What follows belongs to an exercise in optimizing a design on an open flow for small area, a short achievable clock period and few clock cycles per item; a production flow would make more cautious choices.
In this exercise RTL edits were held to simulation tests only and were not proved equivalent to the original.

--- run.sh ---
#!/bin/bash
# synth_recipe.tcl (not shown) runs the flow's synth.tcl, then flattens the netlist and writes it again
# the make line also repeats each setting of config.mk as NAME=value (left out here)
make -C /OpenROAD-flow-scripts/flow DESIGN_CONFIG=/design/flow/config.mk WORK_HOME=/design/flow/orfs CLKGATE_MAP_FILE= SYNTH_SCRIPT=/design/flow/synth_recipe.tcl finish
--- config.mk ---
export PLATFORM = sky130hd
export DESIGN_NAME = heterodyne_frequency_tracker
export DESIGN_NICKNAME = heterodyne_frequency_tracker
export VERILOG_FILES = /design/flow/design.v
export SDC_FILE = /design/flow/constraint.sdc
export NUM_CORES = 4
export LEC_CHECK = 0
export CAP_MARGIN = 20
export CORE_MARGIN = 2
export CORE_UTILIZATION = 40
export SLEW_MARGIN = 20
--- constraint.sdc ---
create_clock -name core_clock -period 15.0 [get_ports {clk}]
set_input_delay 3.0000 -clock core_clock [delete_from_list [all_inputs] [get_ports {clk}]]
set_output_delay 3.0000 -clock core_clock [all_outputs]
set_load 0.01 [all_outputs]
--- design.v ---
module heterodyne_frequency_tracker (
	input  logic                               clk,
	input  logic                               arst_n,
	input  logic                               psel,
	input  logic                               penable,
	input  logic                               pwrite,
	input  logic [4:0]                         paddr,
	input  logic [31:0]                        pwdata,
	output logic [31:0]                        prdata,
	output logic                               pready,
	input  logic                               sample_valid,
	output logic                               sample_stall,
	input  logic signed [15:0]                 sample,
	input  logic                               restart,
	output logic                               result_valid,
	input  logic                               result_stall,
	output logic [15:0]                        power,
	output logic signed [15:0]                 phase,
	output logic signed [15:0]                 frequency
);
	localparam int W = 61;
	localparam logic signed [W-1:0] CK      = 61'sd652032874;
	localparam logic [31:0]         ANG_REF0 = 32'hFFFFD104;
	localparam logic [3:0] S_IDLE  = 4'd0;
	localparam logic [3:0] S_ROT   = 4'd1;
	localparam logic [3:0] S_MIX   = 4'd2;
	localparam logic [3:0] S_FPREP = 4'd3;
	localparam logic [3:0] S_FILT  = 4'd4;
	localparam logic [3:0] S_VINIT = 4'd5;
	localparam logic [3:0] S_VEC   = 4'd6;
	localparam logic [3:0] S_MAG   = 4'd7;
	localparam logic [3:0] S_PPREP = 4'd8;
	localparam logic [3:0] S_POW   = 4'd9;
	localparam logic [3:0] S_END   = 4'd10;
	function automatic logic [31:0] hft_atan(input logic [3:0] i);
		case (i)
			4'd0:    hft_atan = 32'h20000000;
			4'd1:    hft_atan = 32'h12E4051E;
			4'd2:    hft_atan = 32'h09FB385B;
			4'd3:    hft_atan = 32'h051111D4;
			4'd4:    hft_atan = 32'h028B0D43;
			4'd5:    hft_atan = 32'h0145D7E1;
			4'd6:    hft_atan = 32'h00A2F61E;
			4'd7:    hft_atan = 32'h00517C55;
			4'd8:    hft_atan = 32'h0028BE53;
			4'd9:    hft_atan = 32'h00145F2F;
			4'd10:   hft_atan = 32'h000A2F98;
			4'd11:   hft_atan = 32'h000517CC;
			4'd12:   hft_atan = 32'h00028BE6;
			4'd13:   hft_atan = 32'h000145F3;
			4'd14:   hft_atan = 32'h0000A2FA;
			default: hft_atan = 32'h0000517D;
		endcase
	endfunction
	function automatic logic [W-1:0] booth_sel(input logic [2:0] bits,
			input logic signed [38:0] m);
		logic signed [39:0] v;
		case (bits)
			3'b001, 3'b010, 3'b101, 3'b110: v = {m[38], m};
			3'b011, 3'b100:                 v = {m, 1'b0};
			default:                        v = '0;
		endcase
		booth_sel = {{3{v[39]}}, v, 18'd0};
	endfunction
	function automatic logic booth_neg(input logic [2:0] bits);
		booth_neg = bits[2] && !(bits[1] && bits[0]);
	endfunction
	logic [15:0] init_freq_q, pole_q, smooth_q, gain_q, thresh_q;
	logic [15:0] prdata_q;
	logic [15:0]        phase_q, freq_q, pacc_q;
	logic signed [23:0] fre_q, fim_q;
	logic [31:0]        refang_q;
	logic [15:0] smp_q;
	logic        rst_q, full_q, rvalid_q;
	logic [3:0]          state_q;
	logic [3:0]          cnt_q;
	logic signed [W-1:0] x_q, y_q;
	logic [31:0]         z_q, m_q;
	logic [17:0]         q_q;
	logic                eq_q, ex_q;
	assign pready       = 1'b1;
	assign prdata       = {16'd0, prdata_q};
	assign sample_stall = full_q;
	assign result_valid = rvalid_q;
	assign power        = pacc_q;
	assign phase        = phase_q;
	assign frequency    = freq_q;
	logic accept, cfg_wr;
	assign accept = sample_valid && !full_q;
	assign cfg_wr = psel && penable && pwrite;
	always_ff @(posedge clk or negedge arst_n) begin
		if (!arst_n) begin
			init_freq_q <= 16'd0;
			pole_q      <= 16'd62259;
			smooth_q    <= 16'd62259;
			gain_q      <= 16'd655;
			thresh_q    <= 16'd0;
		end else if (cfg_wr) begin
			case (paddr[4:2])
				3'd0:    init_freq_q <= pwdata[15:0];
				3'd1:    pole_q      <= pwdata[15:0];
				3'd2:    smooth_q    <= pwdata[15:0];
				3'd3:    gain_q      <= pwdata[15:0];
				3'd4:    thresh_q    <= pwdata[15:0];
				default: ;
			endcase
		end
	end
	always_ff @(posedge clk) begin
		case (paddr[4:2])
			3'd0:    prdata_q <= init_freq_q;
			3'd1:    prdata_q <= pole_q;
			3'd2:    prdata_q <= smooth_q;
			3'd3:    prdata_q <= gain_q;
			3'd4:    prdata_q <= thresh_q;
			default: prdata_q <= 16'd0;
		endcase
	end
	logic st_idle, st_rot, st_mix, st_fprep, st_filt, st_vinit, st_vec, st_mag,
	      st_pprep, st_pow, st_end;
	assign st_idle  = (state_q == S_IDLE);
	assign st_rot   = (state_q == S_ROT);
	assign st_mix   = (state_q == S_MIX);
	assign st_fprep = (state_q == S_FPREP);
	assign st_filt  = (state_q == S_FILT);
	assign st_vinit = (state_q == S_VINIT);
	assign st_vec   = (state_q == S_VEC);
	assign st_mag   = (state_q == S_MAG);
	assign st_pprep = (state_q == S_PPREP);
	assign st_pow   = (state_q == S_POW);
	assign st_end   = (state_q == S_END);
	logic cordic, last15;
	assign cordic = st_rot || st_vec;
	assign last15 = (cnt_q == 4'd15);
	logic [15:0] pacc_new, freq_new, phase_new;
	logic        upd;
	assign pacc_new  = x_q[31:16];
	assign upd       = (pacc_new >= thresh_q);
	assign freq_new  = upd ? y_q[47:32] : freq_q;
	assign phase_new = phase_q + freq_new;
	logic commit, start_idle, start_end, start;
	assign commit     = st_end && !rvalid_q;
	assign start_end  = commit && full_q && !rst_q;
	assign start_idle = st_idle && full_q && !(rst_q && rvalid_q);
	assign start      = start_end || start_idle;
	logic [15:0] ph0;
	logic        wrap;
	assign ph0  = start_end ? phase_new : (rst_q ? 16'd0 : phase_q);
	assign wrap = ($signed(ph0) > 16'sh4000) || ($signed(ph0) < -16'sh4000);
	logic [2:0] dq, dx, dxl;
	assign dq  = {q_q[1:0], eq_q};
	assign dx  = {x_q[1:0], ex_q};
	assign dxl = st_mag ? dx : dq;
	logic signed [38:0] mcx, mcy;
	always_comb begin
		if (st_mag)       mcx = 39'sd166920415744;
		else if (st_pow)  mcx = {{7{m_q[31]}}, m_q};
		else              mcx = {{7{z_q[31]}}, z_q};
		mcy = {{7{m_q[31]}}, m_q};
	end
	logic signed [W-1:0] ax, ay, bx, by, sx, sy, xsh, ysh;
	logic                nx, ny;
	logic                fsgn;
	logic [3:0]          mag_cnt;
	logic                dly;    
	logic                fadd;
	assign fsgn = x_q[W-1];
	assign dly  = st_mag && (cnt_q >= 4'd1) && (cnt_q <= 4'd9);
	assign fadd = st_mag && (cnt_q == 4'd10);
	logic dneg;
	assign dneg = st_rot ? !z_q[31] : y_q[W-1];
	assign xsh = x_q >>> cnt_q;
	assign ysh = y_q >>> cnt_q;
	always_comb begin
		ax = st_vinit ? '0 : x_q;
		ay = st_vinit ? '0 : y_q;
		bx = '0;
		nx = 1'b0;
		by = '0;
		ny = 1'b0;
		if (cordic) begin
			bx = ysh;
			nx = dneg;
			by = xsh;
			ny = !dneg;
		end
		if (st_mix || st_filt || st_mag || st_pow) begin
			bx = booth_sel(dxl, mcx);
			nx = booth_neg(dxl) ^ st_filt;
		end
		if (st_mix || st_filt || dly) begin
			by = booth_sel(dq, mcy);
			ny = booth_neg(dq) ^ (st_mix || st_filt);
		end
		if (st_fprep) begin
			bx = {{12{fre_q[23]}}, fre_q, 25'd0};
			nx = 1'b1;
			by = {{12{fim_q[23]}}, fim_q, 25'd0};
			ny = 1'b1;
		end
		if (st_vinit) begin
			bx = (x_q >>> 16) <<< 36;
			nx = fsgn;
			by = (y_q >>> 16) <<< 36;
			ny = fsgn;
		end
		if (st_pprep) begin
			bx = {8'd0, pacc_q, 1'b1, 36'd0};
			nx = 1'b1;
		end
		if (fadd) begin
			by = {13'd0, freq_q, 32'd0};
			ny = 1'b0;
		end
	end
	assign sx = ax + (nx ? ~bx : bx) + {60'd0, nx};
	assign sy = ay + (ny ? ~by : by) + {60'd0, ny};
	logic [31:0] zb, zs;
	logic        zn;
	always_comb begin
		if (cordic) begin
			zb = hft_atan(cnt_q);
			zn = dneg;
		end else begin
			zb = refang_q;
			zn = 1'b1;
		end
		zs = z_q + (zn ? ~zb : zb) + {31'd0, zn};
	end
	logic vzero;
	assign vzero = (fre_q == '0) && (fim_q == '0);
	always_ff @(posedge clk or negedge arst_n) begin
		if (!arst_n) begin
			state_q  <= S_IDLE;
			cnt_q    <= '0;
			full_q   <= 1'b0;
			rst_q    <= 1'b0;
			rvalid_q <= 1'b0;
			phase_q  <= '0;
			freq_q   <= '0;
			fre_q    <= '0;
			fim_q    <= '0;
			refang_q <= ANG_REF0;
			pacc_q   <= '0;
		end else begin
			if (rvalid_q && !result_stall) rvalid_q <= 1'b0;
			if (accept) begin
				full_q <= 1'b1;
				rst_q  <= restart;
			end
			case (state_q)
				S_IDLE: begin
					if (start_idle) begin
						if (rst_q) begin
							phase_q  <= '0;
							freq_q   <= init_freq_q;
							fre_q    <= '0;
							fim_q    <= '0;
							refang_q <= ANG_REF0;
							pacc_q   <= '0;
						end
						state_q <= S_ROT;
						cnt_q   <= '0;
					end
				end
				S_ROT: begin
					cnt_q <= cnt_q + 4'd1;
					if (last15) begin
						state_q <= S_MIX;
						full_q  <= 1'b0;
					end
				end
				S_MIX: begin
					cnt_q <= cnt_q + 4'd1;
					if (cnt_q == 4'd7) state_q <= S_FPREP;
				end
				S_FPREP: begin
					cnt_q   <= '0;
					state_q <= S_FILT;
				end
				S_FILT: begin
					cnt_q <= cnt_q + 4'd1;
					if (cnt_q == 4'd8) state_q <= S_VINIT;
				end
				S_VINIT: begin
					fre_q   <= x_q[39:16];
					fim_q   <= y_q[39:16];
					cnt_q   <= '0;
					state_q <= S_VEC;
				end
				S_VEC: begin
					cnt_q <= cnt_q + 4'd1;
					if (last15) state_q <= S_MAG;
				end
				S_MAG: begin
					cnt_q <= cnt_q + 4'd1;
					if (cnt_q == 4'd12) state_q <= S_PPREP;
				end
				S_PPREP: begin
					cnt_q   <= '0;
					state_q <= S_POW;
				end
				S_POW: begin
					cnt_q <= cnt_q + 4'd1;
					if (cnt_q == 4'd8) state_q <= S_END;
				end
				S_END: begin
					if (commit) begin
						pacc_q   <= pacc_new;
						freq_q   <= freq_new;
						phase_q  <= phase_new;
						if (upd) refang_q <= z_q;
						rvalid_q <= 1'b1;
						cnt_q    <= '0;
						state_q  <= start_end ? S_ROT : S_IDLE;
					end
				end
				default: state_q <= S_IDLE;
			endcase
		end
	end
	always_ff @(posedge clk) begin
		if (accept) smp_q <= sample;
		if (start) begin
			x_q <= wrap ? -CK : CK;
			y_q <= '0;
			z_q <= {ph0[15] ^ wrap, ph0[14:0], 16'd0};
		end else begin
			case (state_q)
				S_ROT: begin
					if (last15) begin
						z_q  <= sx[31:0];
						m_q  <= sy[31:0];
						x_q  <= 61'd1 << 40;
						y_q  <= 61'd1 << 40;
						q_q  <= {{2{smp_q[15]}}, smp_q};
						eq_q <= 1'b0;
					end else begin
						x_q <= sx;
						y_q <= sy;
						z_q <= zs;
					end
				end
				S_MIX, S_FILT: begin
					x_q  <= sx >>> 2;
					y_q  <= sy >>> 2;
					q_q  <= q_q >> 2;
					eq_q <= q_q[1];
				end
				S_POW: begin
					x_q  <= sx >>> 2;
					q_q  <= q_q >> 2;
					eq_q <= q_q[1];
				end
				S_FPREP: begin
					z_q  <= sx[56:25];
					m_q  <= sy[56:25];
					x_q  <= {x_q[51:25], 34'h200000000};
					y_q  <= {y_q[51:25], 34'h200000000};
					q_q  <= {2'b00, pole_q};
					eq_q <= 1'b0;
				end
				S_VINIT: begin
					x_q <= sx;
					y_q <= sy;
					z_q <= fsgn ? 32'h80000000 : 32'h0;
				end
				S_VEC: begin
					if (last15) begin
						x_q  <= {6'd1, 31'd0, sx[59:36]};
						ex_q <= 1'b0;
						z_q  <= vzero ? 32'h0 : zs;
					end else begin
						x_q <= sx;
						y_q <= sy;
						z_q <= zs;
					end
				end
				S_MAG: begin
					x_q  <= sx >>> 2;
					ex_q <= x_q[1];
					if (cnt_q == 4'd0) begin
						m_q  <= zs;
						y_q  <= 61'd1 << 49;
						q_q  <= {2'b00, gain_q};
						eq_q <= 1'b0;
					end else if (dly) begin
						y_q  <= sy >>> 2;
						q_q  <= q_q >> 2;
						eq_q <= q_q[1];
					end else if (fadd) begin
						y_q <= sy;
					end
				end
				S_PPREP: begin
					m_q  <= ~{{8{sx[60]}}, sx[60:37]};
					x_q  <= {11'd0, pacc_q, 34'h200000000};
					q_q  <= {2'b11, smooth_q};
					eq_q <= 1'b0;
				end
				default: ;
			endcase
		end
	end
endmodule
==> notes.md <==
* Clk buf depth at 3
* Crit path DAT at 8.87 ns
* Critical hold path startpoint: refang_q[28]$_DFFE_PN1P_
* Worst relative slew slack at 8.77%
* Hold-critical path depth at 2
* 1st-pass router iterations at 9
* Multi-input combinational cell area at 29400 um2
* Slack of the critical path at 6.52 ns
* Layout cell share with drive strength beyond 1 at 10.8%
* Setup CP Type: reg -> reg
* Synthesized flop and latch total at 456
* Clock Latency Late Sink at 0.71 ns
* Post-CTS Resized at 0
* Chip width at 331 um
* Yosys cell types at 101
* Largest net degree at the start of global routing at 105
* Yosys warning count at 1
* Drt wl/cell at 32.0 um
* Critical Path RT at 15.39 ns
* Min-Delay Path Class: reg -> reg
* Outcome: complete, no violations
* Post-CTS Hold Buffers at 0
* Register area at 11700 um2
* Fmax at 0.118 GHz
* Max-cap violations at 0
* Crit. End Element: flop
* Final Critical Period at 8.48 ns
* Part of the cycle the worst path needs at 56.5%
* RSZ-0062 raised after global routing: no
* Commonest cells after routing, fill and taps aside: 697 x nand2_1, 522 x a21oi_1, 449 x nor2_1
* Number of global-route vias before repair at 41.5k
* R2r startpoint: cnt_q[0]$_DFFE_PN0P_
* Hold Vio Cnt, Final at 0
* Vias per cell at 6.81
* Pins Over Slew Limit at 0
* Hold Path End: refang_q[28]$_DFFE_PN1P_
* Vias at 45.4k
* CTS Root Cell: clkbuf_16
* Clock transition at path regs at 0.06 ns
* Dominant synthesized flop cell: dfrtp_1
* Die area at 110000 um2
* XOR/XNOR share of the synthesized area at 5.68%
* Iter 0 DRT Violations at 7355
* R2R depth at 21
* Tot GR Track Use at 37.4%
* Global route overflow at 0
* DRC Markers at 0
* Synth Area in Adders at 5.65%
* GPL Wtd Cong at 1.09
* Detailed Place HPWL at 161000 um
* Fill cells at 10.9k
* Initial antenna violation count at 19
* Worst R2R End: z_q[25]$_DFFE_PP_
* Mux cell area share after synthesis at 9.84%
* Compound-Gate Fraction of Synth Area at 28.8%
* Synth Area in Simple Gates at 17.7%
* Setup violators final at 0
* Global-route wire length before repair at 302000 um
* TritonCTS clock tree: yes
* Setup Fix Bufs, Post-CTS at 0
* Clock sinks at 456
* Sequential area share after synthesis at 27.4%
* Worst-margin pin slew at 1.36 ns
* Most common cell after layout, fill and taps aside: nand2_1
* # H-tree levels at 2
* Worst Setup Start Kind: flop
* Critical-path maximum fanout at 55
* Drt total wl at 214000 um
* Number of synthesized flops with an enable pin at 144
* Initial Util at 40.2%
* Post-Syn Area at 42900 um2
* Area growth syn-to-layout at 10.3%
* Cell Rows at 120
* Post-Synthesis Cells at 5345
* Worst Skew at 0.0619 ns
* Die extent in y at 331 um
* Port Buffer Count at 108
* TNS Setup at 0 ns
* Reg2Reg Setup Slack at 6.52 ns
* Worst slack, placed at 6.89 ns
* TritonCTS buffer count at 56
* Core area at 107000 um2
* Average size of a mapped cell at 8.02 um2
* Ys async rst share at 48.0%
* Largest family of logic cells by synthesized area: compound AO/OA/AOI/OAI gates
* Fin nets at 5457
* Top-Level Pins at 144
* Post-DRT Antenna Nets at 0
-- logic make-up (layout without fill, tap and decap cells) --
kind of cell,count (synthesis),after routing
compound gates,1874,1874
xor+xnor,278,278
fa+ha+maj,191,191
buf+inv,540,433
flops,456,456
mux,314,314
other cells,2,35
simple gates,1690,1690
-- critical path, cell delays in order, from the launching register on --
cell and delay (ns):
dfrtp_4 0.65, buf_4 0.65, buf_4 0.78, nand2b_1 0.62, o22ai_1 0.32, o32a_1 0.49
or2_1 0.26, nand2_1 0.13, fa_1 0.51, nand2b_1 0.20, a21oi_1 0.24, o21ai_1 0.22
a2111oi_0 0.56, nor3_1 0.29, or3_1 0.40, o21ai_1 0.23, a21oi_1 0.13, o21ai_0 0.20
xor2_1 0.09, buf_4 0.21, a221oi_1 0.75, a22oi_1 0.14
-- synth_stat cells, drive strengths merged, types with 27 or more instances --
master | number | share of area [%]
nand2 | 699 | 6.1
a22oi | 57 | 1.0
a221oi | 137 | 2.8
dfstp | 47 | 2.9
and2 | 141 | 2.1
a21o | 102 | 1.8
inv | 81 | 0.71
nand3 | 92 | 1.1
a21oi | 527 | 6.2
a222oi | 66 | 1.5
dfxtp | 93 | 4.3
clkbuf | 363 | 3.2
ha | 187 | 5.5
o21bai | 50 | 0.88
nor2 | 457 | 4.0
a22o | 100 | 2.0
o21a | 30 | 0.53
o21ai | 443 | 5.2
mux2i | 129 | 3.0
buf | 95 | 1.1
nor2b | 34 | 0.50
nand2b | 38 | 0.55
xor2 | 93 | 1.9
and3 | 28 | 0.41
a31oi | 62 | 0.99
o211ai | 39 | 0.69
mux4 | 75 | 3.9
a221o | 27 | 0.63
a211oi | 58 | 1.0
o22ai | 34 | 0.50
nor3 | 79 | 0.95
edfxtp | 144 | 10
nand4 | 41 | 0.60
dfrtp | 172 | 10
xnor2 | 185 | 3.8
mux2 | 110 | 2.9
-- sequential cells by signal, indices dropped and copies added, names as in the netlist, 16 cells and up --
signal       count
x_q             61
y_q             61
m_q             32
refang_q        32
z_q             32
fim_q           24
fre_q           24
q_q             17
freq_q          16
gain_q          16
init_freq_q     16
pacc_q          16
phase_q         16
pole_q          16
prdata_q        16
smooth_q        16
smp_q           16
thresh_q        16
-- final cells by class --
type	count	area share, %
Multi-Input combinational cell	4364	62.2
Sequential cell	456	24.8
Timing Repair Buffer	245	4.49
Tap cell	1403	3.71
Clock buffer	78	3.53
Inverter	82	0.656
Clock inverter	28	0.537
Antenna cell	18	0.0953
-- worst max-delay path by stage --
stage                     slack (ns)                  from  cells after the start                 to
after floorplan                 8.13  cnt_q[1]$_DFFE_PN0P_                     28  m_q[31]$_DFFE_PP_
after global routing            6.27  cnt_q[0]$_DFFE_PN0P_                     21  z_q[25]$_DFFE_PP_
after global placement          7.02  cnt_q[0]$_DFFE_PN0P_                     21  z_q[25]$_DFFE_PP_
final                           6.52  cnt_q[0]$_DFFE_PN0P_                     21  z_q[25]$_DFFE_PP_
after CTS                       6.87  cnt_q[0]$_DFFE_PN0P_                     21  z_q[25]$_DFFE_PP_
after detailed placement        6.89  cnt_q[0]$_DFFE_PN0P_                     21  z_q[25]$_DFFE_PP_
-- through the flow --
step | cells | cell area (um2) | hold WS (ns) | util [%]
after global placement | 6547 | 45200 | 0.463 | 42.4
after detailed placement | 6547 | 45300 | 0.472 | 42.5
after global routing | 6657 | 47200 | 0.500 | 44.3
after CTS | 6653 | 47200 | 0.481 | 44.3
after floorplan | 5360 | 42900 | 0.448 | -
final | 6674 | 47300 | 0.481 | 44.4
-- layer usage --
metal / part of all wire, % / track usage, %
met5: 0.034 / 0
met4: 7.8 / 23.2
met3: 13 / 12.5
met2: 41 / 54.6
met1: 38 / 47.5
Testbench counts, summed over its fixed seeds: cycles 600,024, items 8,000.

==> static timing again, ports no longer ideal <==
In the flow no input, the clock included, has a driving cell. The finished layout below was timed again as built, in two steps. Step 1 sets driving cells, clkbuf_16 on the clock port and buf_2 on the other inputs (assumed; they add their load-dependent delay and slew). Step 2 also shifts input and output timing later by t, the mid clock arrival at the registers, as if the neighbouring blocks saw the same clock. Three values: no drivers, after step 1, after step 2; two values: the first two.
t, ns: 0.755
setup WS [ns]: 6.525 / 6.525 / 6.525
slew at the worst register clock pin (ns): 0.08 / 0.08
After both steps setup and hold are still met in this run. For this run, drivers alone change the setup slack by 0.000 ns; drivers and shift together by 0.000 ns.
